From an optimization exercise on the open Yosys and OpenROAD flow, aimed at small area; shortcuts taken in it are not production practice.
In this exercise RTL edits were held to simulation tests only and were not proved equivalent to the original.
Power is estimated from default activity; no workload was simulated.

`design/flow/flow/run.sh`:
```
#!/bin/bash
# Standard ORFS layout, with small port buffers (buf_1) instead of the
# default pick, and the clock tree settings below.
set -euo pipefail
cp config.mk my_config.mk
cat >> my_config.mk <<'MK'
export BUFFER_PORTS_ARGS = -buffer_cell sky130_fd_sc_hd__buf_1
MK
if [[ -f flow/extra.mk ]]; then cat flow/extra.mk >> my_config.mk; fi
sed "s#DESIGN_CONFIG=[^ ]*#DESIGN_CONFIG=$PWD/my_config.mk#" standard.sh > my_standard.sh
bash my_standard.sh > standard_flow.log 2>&1
```
`design/flow/flow/extra.mk`:
```
export CTS_ARGS = -sink_clustering_enable -repair_clock_nets -dont_use_dummy_load -buf_list sky130_fd_sc_hd__clkbuf_8 -sink_clustering_size 20 -sink_clustering_max_diameter 60
```
`design/flow/standard.sh`:
```
#!/bin/bash
# synth_recipe.tcl (not shown) runs the flow's synth.tcl, then flattens the netlist and writes it again
# the make line also repeats each setting of config.mk as NAME=value (left out here)
make -C /OpenROAD-flow-scripts/flow DESIGN_CONFIG=/design/flow/config.mk WORK_HOME=/design/flow/orfs CLKGATE_MAP_FILE= SYNTH_SCRIPT=/design/flow/synth_recipe.tcl "${@:-finish}"
```
`design/flow/config.mk`:
```
export PLATFORM = sky130hd
export DESIGN_NAME = bsr_scheduler
export DESIGN_NICKNAME = bsr_scheduler
export VERILOG_FILES = /design/flow/design.v
export SDC_FILE = /design/flow/constraint.sdc
export NUM_CORES = 4
export LEC_CHECK = 0
export CAP_MARGIN = 20
export CORE_AREA = 3 3 231 231
export DIE_AREA = 0 0 234 234
export PLACE_DENSITY = 0.6
export SLEW_MARGIN = 20
```
`design/flow/constraint.sdc`:
```
create_clock -name core_clock -period 4.0 [get_ports {clk_gated}]
set_input_delay 0.8000 -clock core_clock [delete_from_list [all_inputs] [get_ports {clk_gated}]]
set_output_delay 0.8000 -clock core_clock [all_outputs]
set_load 0.01 [all_outputs]
```
`design/flow/design.v`:
```
`default_nettype none
package bsr_format_pkg;
    typedef enum logic [1:0] {
        META_ROW_PTR = 2'd0,   
        META_COL_IDX = 2'd1    
    } meta_kind_e;
    parameter int META_ADDR_W = 8;    
    parameter int BLK_IDX_W   = 16;   
    parameter int BLK_POS_W   = 16;   
    typedef struct packed {
        meta_kind_e             kind;   
        logic [META_ADDR_W-1:0] addr;   
    } meta_req_t;
endpackage
`default_nettype wire
`default_nettype none
package bsr_sched_pkg;
    typedef enum logic [3:0] {
        IDLE        = 4'd0,    
        ROW_PTR_LO  = 4'd1,    
        ROW_PTR_HI  = 4'd2,    
        CHECK_EMPTY = 4'd3,    
        COL_IDX     = 4'd4,    
        LOAD        = 4'd5,    
        OFFER       = 4'd6,    
        WAIT_DONE   = 4'd7,    
        NEXT_BLOCK  = 4'd8,    
        NEXT_ROW    = 4'd9,    
        FINISH      = 4'd10    
    } sched_state_e;
    typedef struct packed {
        logic [15:0] row;   
        logic [15:0] col;   
    } block_pos_t;
endpackage
`default_nettype wire
`default_nettype none
module bsr_scheduler
#(
    parameter int BLOCK_DIM = 8   
) (
    input  wire logic        clk_gated,
    input  wire logic        rst_n,
    input  wire logic        start,
    input  wire logic [15:0] cfg_num_block_rows,
    output logic             meta_rd_en,
    output logic [9:0]       meta_req,
    input  wire logic [31:0] meta_rd_data,
    input  wire logic        meta_rd_valid,
    output logic             block_rd_en,
    output logic [31:0]      block_rd_addr,
    input  wire logic [7:0]  block_rd_data,
    output logic             systolic_valid,
    output logic [8*BLOCK_DIM*BLOCK_DIM-1:0] systolic_block,
    output logic [31:0]      systolic_pos,
    input  wire logic        systolic_ready,
    input  wire logic        systolic_done,
    output logic             busy,
    output logic             done,
    output logic [31:0]      blocks_processed
);
    localparam int NB = 8 * BLOCK_DIM * BLOCK_DIM;
    localparam logic [2:0] S_IDLE = 3'b000,   
                           S_DONE = 3'b001,   
                           S_B    = 3'b100,   
                           S_W    = 3'b101,   
                           S_P0   = 3'b010,   
                           S_P1   = 3'b011,   
                           S_C    = 3'b110,   
                           S_F    = 3'b111;   
    logic [2:0]    st;
    logic          pend;      
    logic          offer;     
    logic [5:0]    k;         
    logic [7:0]    j;         
    logic [7:0]    row;       
    logic [7:0]    nrows;     
    logic [15:0]   col;       
    logic [NB-9:0] sr;        
    logic       rd_st;
    logic       ack;
    logic [7:0] row_p1;
    logic [7:0] d;
    logic       k_wrap;
    logic       same;
    logic [7:0] diff;      
    logic       last;
    assign rd_st   = st[1];
    assign ack     = pend & meta_rd_valid;
    assign row_p1  = row + 8'd1;
    assign d       = meta_rd_data[7:0];
    assign k_wrap  = (k == 6'd63);   
    assign diff    = j - (d | {8{st == S_W}});
    assign same    = (diff == 8'd0);
    assign last    = (row_p1 == nrows);
    assign busy           = st[2] | st[1];
    assign done           = (st == S_DONE);
    assign meta_rd_en     = rd_st & ~pend;
    assign meta_req[9]    = 1'b0;
    assign meta_req[8]    = (st == S_C);
    assign meta_req[7:0]  = (st == S_C) ? j : row_p1;
    assign block_rd_en    = busy;
    assign block_rd_addr  = {18'd0, j, k | {6{offer}}};
    assign systolic_valid = offer;
    assign systolic_pos   = {8'd0, row, col};
    assign systolic_block = {block_rd_data, sr};
    assign blocks_processed = {24'd0, j};
    always_ff @(posedge clk_gated or negedge rst_n) begin
        if (!rst_n) begin
            st   <= S_IDLE;
            pend  <= 1'b0;
            offer <= 1'b0;
            k     <= 6'd0;
        end else begin
            k <= k + 6'd1;
            if (rd_st) begin
                if (!pend) begin
                    pend <= 1'b1;
                end else if (meta_rd_valid) begin
                    pend <= 1'b0;
                    case (st)
                        S_P0: st <= S_P1;
                        S_P1: begin
                            if (!same)     st <= S_C;
                            else if (last) st <= S_F;
                        end
                        S_C:  st <= S_B;
                        default: st <= S_DONE;   
                    endcase
                end
            end else begin
                case (st)
                    S_B: begin
                        if (offer) begin
                            if (systolic_ready) begin
                                offer <= 1'b0;
                                pend  <= 1'b0;
                                st    <= S_W;
                            end
                        end else if (k_wrap) begin
                            if (!pend) pend <= 1'b1;
                            else offer <= 1'b1;
                        end
                    end
                    S_W: if (systolic_done) st <= S_P1;
                    default: if (start) st <= S_P0;   
                endcase
            end
        end
    end
    always_ff @(posedge clk_gated) begin
        if (!offer) sr <= {block_rd_data, sr[NB-9:8]};
        if (!busy && start) begin
            nrows <= cfg_num_block_rows[7:0];
            row   <= 8'hFF;
        end
        if (ack) begin
            if (st == S_P0 || (st == S_P1 && same)) row <= last ? 8'hFF : row_p1;
            if (st == S_P0) j <= d;
            if (st == S_C) col <= meta_rd_data[15:0];
            if (st == S_F) j <= diff;
        end
        if (st == S_W && systolic_done) j <= diff;
    end
endmodule
`default_nettype wire
```
==> metrics.log, run 1 <==
[metrics] outcome: finished clean
[metrics] I/O pin cnt: 685
[metrics] synthesized netlist cell count: 850
[metrics] final setup fails: 0
[metrics] post-synthesis cell area: 0.0185 sq mm
[metrics] GRT Util Overall: 15.4%
[metrics] largest area contributor in the netlist: sky130_fd_sc_hd__edfxtp_1
[metrics] cells resized by post-CTS repair: 0
[metrics] Worst Setup Path Type: register to register
[metrics] actual slew at the worst max-slew pin: 1.00 ns
[metrics] TritonCTS buffer count: 38
[metrics] register area: 0.0165 sq mm
[metrics] synthesized area per cell: 21.8 sq um
[metrics] overall overflow remaining after global route: 0
[metrics] Clk Tree Root Cell: sky130_fd_sc_hd__clkbuf_8
[metrics] CP max-delay cell: sky130_fd_sc_hd__dfrtp_1
[metrics] CTS tree: done
[metrics] commonest cells in the synthesized netlist: sky130_fd_sc_hd__edfxtp_1, sky130_fd_sc_hd__buf_4, sky130_fd_sc_hd__nor2_1
[metrics] sequence of cells on the critical path: and3b_1 -> or2_2 -> ha_1 -> inv_1 -> fa_1 -> a211oi_1 -> nor2_1 -> a211oi_1 -> nand2_1 -> o31a_1 -> nor3_2 -> a221oi_2
[metrics] Post-synth top flop: sky130_fd_sc_hd__edfxtp_1
[metrics] share of the clock period used by the worst path after layout: between 90% and 100%
[metrics] first-pass GRT wire length: 63200 um
[metrics] largest net degree at the start of global routing: 173
[metrics] Post-CTS Hold Fix Bufs: 0
[metrics] classification of the worst-slack hold path: primary input to asynchronous set/reset pin
[metrics] nature of the critical path endpoint: register
[metrics] startpoint class of the critical path: register
[metrics] post-detailed-placement half-perimeter wirelength: between 30000 and 40000 um
[metrics] library cell appearing most often on the critical path: sky130_fd_sc_hd__a211oi_1
[metrics] synthesis-stage register bit count: 555
[metrics] Post-synth EDFFs: ~540
[metrics] total power after layout: 11200 uW
[metrics] endpoint arrival time on the critical path: 4.13 ns
[metrics] total area of multi-input combinational cells: 0.00158 sq mm
[metrics] fraction of final layout cells with drive strength greater than 1: 5.26%
[metrics] sink count of the clock tree: 555
[metrics] min Tclk post-route: 3.68 ns
[metrics] Hold Fails Final Rpt: 0
[metrics] Peak VDD IR: 0.341 mV
[metrics] total power density per cell area: 508 mW/mm^2
[metrics] H-Tree Depth: 2
[metrics] most instantiated library cell after synthesis: sky130_fd_sc_hd__edfxtp_1
[metrics] share of flip-flops with an asynchronous set or reset after synthesis: 1.98%
[metrics] number of distinct library cells after synthesis: 67
[metrics] quantity of I/O buffers inserted on ports: 609
[metrics] vertical die dimension: 234 um
[metrics] Final Max Slew Viols: 0
[metrics] mean routed wirelength per cell: 21.1 um
[metrics] number of nets at the end of the flow: 1556
[metrics] starting density of the core: a little over a third
[metrics] top-area cell type share of the netlist area: 86.9%
[metrics] area grow syn2layout: 18.6%
[metrics] number of max-capacitance violations reported: 0
[metrics] clock-pin slew reported for the worst setup and hold paths after clock tree synthesis: 0.09 ns
[metrics] overall routed net length: 45500 um
[metrics] Routed Antenna Nets: 0
[metrics] clock latency on the worst-skew pair: 0.59 ns
[metrics] total number of vias: 9891
[metrics] Critical Path Fanout Max: 11
[metrics] detailed-routing iteration count for the pre-antenna-repair pass: 5
[metrics] Worst Path Required: 4.45 ns
[metrics] number of vias per cell: 4.59
[metrics] standard cell core area: 0.0508 sq mm
[metrics] weighted congestion reported at the end of routability-driven placement: 0.821
[metrics] Placed Area: 0.0214 sq mm
[metrics] max-slew headroom at the worst pin: 33.2%
[metrics] Final Cell Area: 0.0220 sq mm
[metrics] portion of the post-synthesis area used by sequential elements: between 80 and 90%
[metrics] Die Footprint: 0.0548 sq mm
[metrics] count of unresolved DRC violations after routing: 0
[metrics] Max Clock Skew: around 0.055 ns
[metrics] setup repair after global routing missed its margin: no
[metrics] Filler Cells Inserted: 4544
[metrics] Fmax achieved: 0.272 GHz
[metrics] crit-path max cell delay: 0.54 ns
[metrics] Synth Warn #: 1
[metrics] vias in the first global route: between 9000 and 10000
[metrics] x dimension of the die: ~230 um
[metrics] CTS max path bufs: 3
[metrics] setup repair bufs after CTS: 0
[metrics] number of antenna violations at the first check in global routing: 0
[metrics] top area cells in the synthesized netlist: sky130_fd_sc_hd__edfxtp_1, sky130_fd_sc_hd__buf_4, sky130_fd_sc_hd__dfrtp_1
[metrics] leakage: 0.00786 uW
[metrics] drt initial violations: 686
[metrics] Core Rows: 82
==> metrics by stage <==
| stage | instances | TNS [ns] | util (%) | hold slack, ns | setup WS, ns |
|---|---|---|---|---|---|
| finish | 2155 | 0 | 43.3 | 0.201 | 0.324 |
| global route | 2154 | 0 | 43.3 | 0.197 | 0.0305 |
| CTS | 2154 | 0 | 43.3 | 0.148 | 0.349 |
| detailed placement | 2116 | 0 | 42.2 | 0.430 | 0.119 |
| global placement | 2116 | 0 | 42.2 | 0.430 | 0.205 |
| floorplan | 900 | -2290.14 | - | 0.459 | -4.53 |
==> report_power, final <==
part | switching, uW | internal, uW
Sequential | 281 | 6690
Combinational | 1100 | 616
Clock | 1610 | 860
Total | 2990 | 8170
==> area by class of cell <==
class	count	share of cell area, %
Multi-Input combinational cell	252	7.20
Timing Repair Buffer	622	11.1
Tap cell	672	3.83
Sequential cell	555	75.2
Inverter	15	0.273
Clock buffer	38	2.38
Antenna cell	1	0.0114
==> metal layers <==
layer / vias up / routed length [um] / track usage, %
met3: 58 / 4750 / 5.69
met5: - / 0 / 0
met4: 0 / 1090 / 4.74
li1: 4405 / - / -
met2: 480 / 23100 / 26.5
met1: 4948 / 16600 / 18.2
==> state kept, by name, indices dropped and copies added, names as in the netlist <==
register  flops
offer         1
nrows         8
row           8
j             8
st            3
col          16
pend          1
sr          504
k             6
==> cells in the final DEF (no fill, tap or decap), types with 5 or more instances in the layout <==
cell type / instances
sky130_fd_sc_hd__a21oi_1: 13
sky130_fd_sc_hd__ha_1: 9
sky130_fd_sc_hd__inv_1: 13
sky130_fd_sc_hd__nor2_1: 28
sky130_fd_sc_hd__nand2b_1: 5
sky130_fd_sc_hd__dfxtp_1: 8
sky130_fd_sc_hd__conb_1: 51
sky130_fd_sc_hd__or2_2: 8
sky130_fd_sc_hd__o21ai_0: 9
sky130_fd_sc_hd__buf_4: 9
sky130_fd_sc_hd__buf_1: 609
sky130_fd_sc_hd__nand3_1: 10
sky130_fd_sc_hd__xor2_1: 7
sky130_fd_sc_hd__xnor2_1: 9
sky130_fd_sc_hd__nand2_1: 17
sky130_fd_sc_hd__mux2_2: 6
sky130_fd_sc_hd__nor2b_1: 5
sky130_fd_sc_hd__clkbuf_8: 38
sky130_fd_sc_hd__dfrtp_1: 11
sky130_fd_sc_hd__edfxtp_1: 536
==> cells by family after synthesis <==
group           count (synthesis)  synth area share (%)
simple gates                  102                  2.92
flops                         555                  89.2
buf+inv                        93                  3.27
mux                             7                 0.419
xor+xnor                       17                 0.844
compound gates                 65                  2.61
other cells                     1                0.0202
fa+ha+maj                      10                 0.716
==> worst max-delay path, delay by kind of cell (launching register included) <==
| family | cells | cell delay (ns) |
|---|---|---|
| AOI/OAI and AO/OA | 4 | 1.23 |
| adders and majority gates | 2 | 0.60 |
| buffers and inverters | 1 | 0.07 |
| DFF | 1 | 0.54 |
| and+or+nand+nor | 5 | 1.12 |
==> path summary, 6_finish.rpt <==
check                                      startpoint                 end  slack [ns]  depth (start not counted)
worst max-delay path                st[0]$_DFFE_PN0P_      row[6]$_DFF_P_        0.32                         12
worst min-delay path                            rst_n      k[4]$_DFF_PN0_        0.20                          1
worst max register to register      st[0]$_DFFE_PN0P_      row[6]$_DFF_P_        0.32                         12
worst min register to register      sr[353]$_DFFE_PN_   sr[345]$_DFFE_PN_        0.41                          0
max in group asynchronous                       rst_n   st[2]$_DFFE_PN0P_        3.36                          1
min in group core_clock         cfg_num_block_rows[0]  nrows[0]$_DFFE_PP_        0.37                          1
==> inputs of run 2 (changes only) <==
==> design/flow/flow/extra.mk (replaced) <==
export CTS_ARGS = -sink_clustering_enable -repair_clock_nets -dont_use_dummy_load -buf_list sky130_fd_sc_hd__clkbuf_8 -sink_clustering_size 20 -sink_clustering_max_diameter 60
export SKIP_REPAIR_TIE_FANOUT = 1
==> run 2 against run 1 <==
- still clean
- combinational power about the same
- area after synthesis did not move
- die area stayed put
- largest cell class unchanged
==> metrics.log, run 2 <==
[metrics] min Tclk post-route: 3.69 ns (+0.0168 ns)
[metrics] Fmax achieved: 0.271 GHz (-0.45%)
[metrics] Routed Antenna Nets: 0 (unchanged)
[metrics] overall overflow remaining after global route: 0 (unchanged)
[metrics] standard cell core area: 0.0508 sq mm (unchanged)
[metrics] Worst Setup Path Type: register to register
[metrics] mean routed wirelength per cell: 21.0 um (-0.72%)
[metrics] Clk Tree Root Cell: sky130_fd_sc_hd__clkbuf_8
[metrics] I/O pin cnt: 685 (unchanged)
[metrics] dpl cells: 2063 (-2.5%)
[metrics] outcome: finished clean
[metrics] TritonCTS buffer count: 39 (+2.6%)
[metrics] post-detailed-placement half-perimeter wirelength: 33100 um (-3.7%)
[metrics] clock-pin slew reported for the worst setup and hold paths after clock tree synthesis: 0.09 ns (about the same)
[metrics] Post-synth EDFFs: 536 (unchanged)
[metrics] number of max-capacitance violations reported: 0 (unchanged)
[metrics] total power density per cell area: 512 mW/mm^2 (+0.82%)
[metrics] CP max-delay cell: sky130_fd_sc_hd__or4b_4
[metrics] first-pass GRT wire length: 61500 um (-2.6%)
[metrics] Reg2Reg Setup Slack: 0.31 ns (-0.02 ns)
[metrics] setup repair after global routing missed its margin: no
[metrics] x dimension of the die: 234 um (unchanged)
[metrics] leading cell type in the layout, fill and taps excluded: sky130_fd_sc_hd__buf_1
[metrics] fraction of final layout cells with drive strength greater than 1: 5.31% (+0.052 points)
[metrics] commonest cells in the synthesized netlist: sky130_fd_sc_hd__edfxtp_1, sky130_fd_sc_hd__buf_4, sky130_fd_sc_hd__nor2_1
[metrics] starting density of the core: 36.5% (unchanged)
[metrics] CTS tree: done
[metrics] share of the clock period used by the worst path after layout: 92.3% (+0.42 points)
[metrics] sink count of the clock tree: 555 (unchanged)
[metrics] clock latency on the worst-skew pair: 0.58 ns (about the same)
[metrics] number of antenna violations at the first check in global routing: 1 (+1)
[metrics] top area cells in the synthesized netlist: sky130_fd_sc_hd__edfxtp_1, sky130_fd_sc_hd__buf_4, sky130_fd_sc_hd__dfrtp_1
[metrics] Synth Warn #: 1 (unchanged)
[metrics] top-area cell type share of the netlist area: 86.9% (unchanged)
[metrics] synthesized area per cell: 21.8 sq um (unchanged)
[metrics] Peak VDD IR: 0.325 mV (-4.7%)
[metrics] total number of vias: 9797 (-0.95%)
[metrics] Placed Area: 0.0212 sq mm (-1.0%)
[metrics] CTS max path bufs: 3 (unchanged)
[metrics] classification of the worst-slack hold path: primary input to asynchronous set/reset pin
[metrics] largest net degree at the start of global routing: 166 (-4.0%)
[metrics] area grow syn2layout: 17.4%
[metrics] number of distinct library cells after synthesis: 67 (unchanged)
[metrics] leakage: 0.00769 uW (-2.2%)
[metrics] drt initial violations: 719 (+4.8%)
[metrics] share of flip-flops with an asynchronous set or reset after synthesis: 1.98% (unchanged)
[metrics] actual slew at the worst max-slew pin: 0.975 ns (-0.0277 ns)
[metrics] Final Max Slew Viols: 0 (unchanged)
[metrics] Hold Fails Final Rpt: 0 (unchanged)
[metrics] vertical die dimension: 234 um (unchanged)
[metrics] weighted congestion reported at the end of routability-driven placement: 0.852 (+3.8%)
[metrics] portion of the post-synthesis area used by sequential elements: 89.2% (unchanged)
[metrics] largest area contributor in the netlist: sky130_fd_sc_hd__edfxtp_1
[metrics] register area: 0.0165 sq mm (unchanged)
[metrics] Worst Path Required: 4.41 ns (-0.04 ns)
[metrics] cells resized by post-CTS repair: 0 (unchanged)
[metrics] count of unresolved DRC violations after routing: 0 (unchanged)
[metrics] Filler Cells Inserted: 4572 (+0.62%)
[metrics] GRT Util Overall: 15.0% (-0.45 points)
[metrics] Final Cell Area: 0.0218 sq mm (-0.95%)
[metrics] number of vias per cell: 4.66 (+1.5%)
[metrics] synthesis-stage register bit count: 555 (unchanged)
[metrics] most instantiated library cell after synthesis: sky130_fd_sc_hd__edfxtp_1
[metrics] Post-CTS Hold Fix Bufs: 0 (unchanged)
[metrics] Max Clock Skew: 0.0598 ns (+0.00431 ns)
[metrics] Critical Path Fanout Max: 11 (unchanged)
[metrics] overall routed net length: 44100 um (-3.1%)
[metrics] Die Footprint: 0.0548 sq mm (unchanged)
[metrics] startpoint class of the critical path: register
[metrics] vias in the first global route: 9476 (-1.5%)
[metrics] highest-count cells in the layout ignoring fill and taps: sky130_fd_sc_hd__buf_1, sky130_fd_sc_hd__edfxtp_1, sky130_fd_sc_hd__clkbuf_8
[metrics] post-synthesis cell area: 0.0185 sq mm (unchanged)
[metrics] quantity of I/O buffers inserted on ports: 609 (unchanged)
[metrics] synthesized netlist cell count: 850 (unchanged)
[metrics] sequence of cells on the critical path: and3b_1 -> or2_2 -> ha_1 -> inv_1 -> fa_1 -> a21o_1 -> a211oi_2 -> nor2_1 -> or4b_4 -> o31a_1 -> nor3_2 -> mux2i_1
[metrics] detailed-routing iteration count for the pre-antenna-repair pass: 5 (unchanged)
[metrics] total area of multi-input combinational cells: 0.00140 sq mm (-12%)
[metrics] number of nets at the end of the flow: 1504 (-3.3%)
[metrics] setup repair bufs after CTS: 0 (unchanged)
[metrics] Largest register FFs: 504 (unchanged)
[metrics] Setup TNS: 0 ns (unchanged)
[metrics] max-slew headroom at the worst pin: 35.0% (+1.8 points)
[metrics] biggest registers after layout: sr: 504 flops, col: 16 flops
[metrics] Post-synth top flop: sky130_fd_sc_hd__edfxtp_1
[metrics] nature of the critical path endpoint: register
[metrics] final standard cell count with taps included and fillers excluded: 2103 (-2.4%)
[metrics] crit-path max cell delay: 0.58 ns (+0.04 ns)
[metrics] register ranked first by flip-flop count: sr
[metrics] endpoint arrival time on the critical path: 4.10 ns (-0.03 ns)
[metrics] H-Tree Depth: 2 (unchanged)
[metrics] Core Rows: 82 (unchanged)
[metrics] final setup fails: 0 (unchanged)
-- run 2: cell counts after synthesis --
Identical to the previous run, type by type.
-- run 2: cells by family after synthesis --
kind of cell             after synthesis  synth area share, %
buffers and inverters                 93                 3.27
multiplexers                           7                0.419
AND/OR/NAND/NOR                      102                 2.92
flip-flops                           555                 89.2
AO/OA/AOI/OAI                         65                 2.61
other                                  1               0.0202
adder cells (fa/ha/maj)               10                0.716
XOR/XNOR                              17                0.844
-- run 2: area by class of cell --
type / count / share of cell area, %
timing repair buffer: 619 / 11.0
antenna: 1 / 0.0115
sequential: 555 / 76.0
tap: 672 / 3.86
clock buffer: 39 / 2.47
inverter: 15 / 0.276
multi-input combinational: 202 / 6.41
-- run 2: report_power, final --
group / internal, uW / switching [uW] / total, uW
sequential: 6690 / 279 / 6970
clock: 880 / 1580 / 2460
combinational: 617 / 1090 / 1710
-- run 2: critical path, delay by kind of cell, from the launching register on --
family	cells	cell delay, ns
mux	1	0.14
fa+ha+maj	2	0.60
compound gates	3	0.77
buf+inv	1	0.06
flops	1	0.54
simple gates	5	1.41
-- run 2: through the flow --
step	worst slack [ns]	total power [uW]	utilization (%)	hold WS, ns
final	0.307	11100	42.9	0.213
after detailed placement	0.138	8800	41.8	0.431
after global routing	0.113	11700	42.9	0.197
after global placement	0.225	8760	41.8	0.430
after floorplan	-4.53	8200	-	0.459
after CTS	0.327	11300	42.9	0.150
-- run 2: metal layers --
metal,global-route usage [%],vias to the layer above,wire length [um]
li1,-,4352,-
met1,17.8,4892,16400
met2,25.8,501,22100
met3,5.32,52,4700
met4,4.40,0,887
met5,0,-,0
-- run 2: path summary, 6_finish.rpt --
| path | startpoint | endpoint | cells past startpoint |
|---|---|---|---|
| min | rst_n | st[2]$_DFFE_PN0P_ | 1 |
| max reg2reg | st[0]$_DFFE_PN0P_ | row[0]$_DFF_P_ | 12 |
| max in group asynchronous | rst_n | k[1]$_DFF_PN0_ | 1 |
| min in group core_clock | cfg_num_block_rows[2] | nrows[2]$_DFFE_PP_ | 1 |
| min reg2reg | sr[397]$_DFFE_PN_ | sr[389]$_DFFE_PN_ | 0 |
| max | st[0]$_DFFE_PN0P_ | row[0]$_DFF_P_ | 12 |

[re-timing with driven ports]
How much do the figures lean on ideal ports? The routed layouts below were timed once more, with nothing changed but the port constraints.
Step 1, drivers: a clkbuf_16 drives clk_gated and a buf_2 each remaining input, both assumed.
Step 2 times the ports against the registers' clock, not the clock port: input delays grow and output delays shrink by t, the midpoint of the rising clock arrivals with the driver on.
Three values: ideal ports, drivers, drivers and shift; two values: the first two.
run	t, ns	slack for setup (ns)	hold slack, ns	worst register clock-pin slew, ns	worst slew at a driven data input, ns
run 1	0.625	0.324 / 0.324 / 0.117	0.201 / 0.188 / 0.412	0.12 / 0.12	0.07
run 2	0.612	0.307 / 0.307 / 0.109	0.213 / 0.216 / 0.397	0.12 / 0.12	0.07
After both steps setup and hold are still met in every run listed. The setup slack of run 1, which loses most, moves by 0.000 ns with the drivers and by -0.207 ns with both steps.
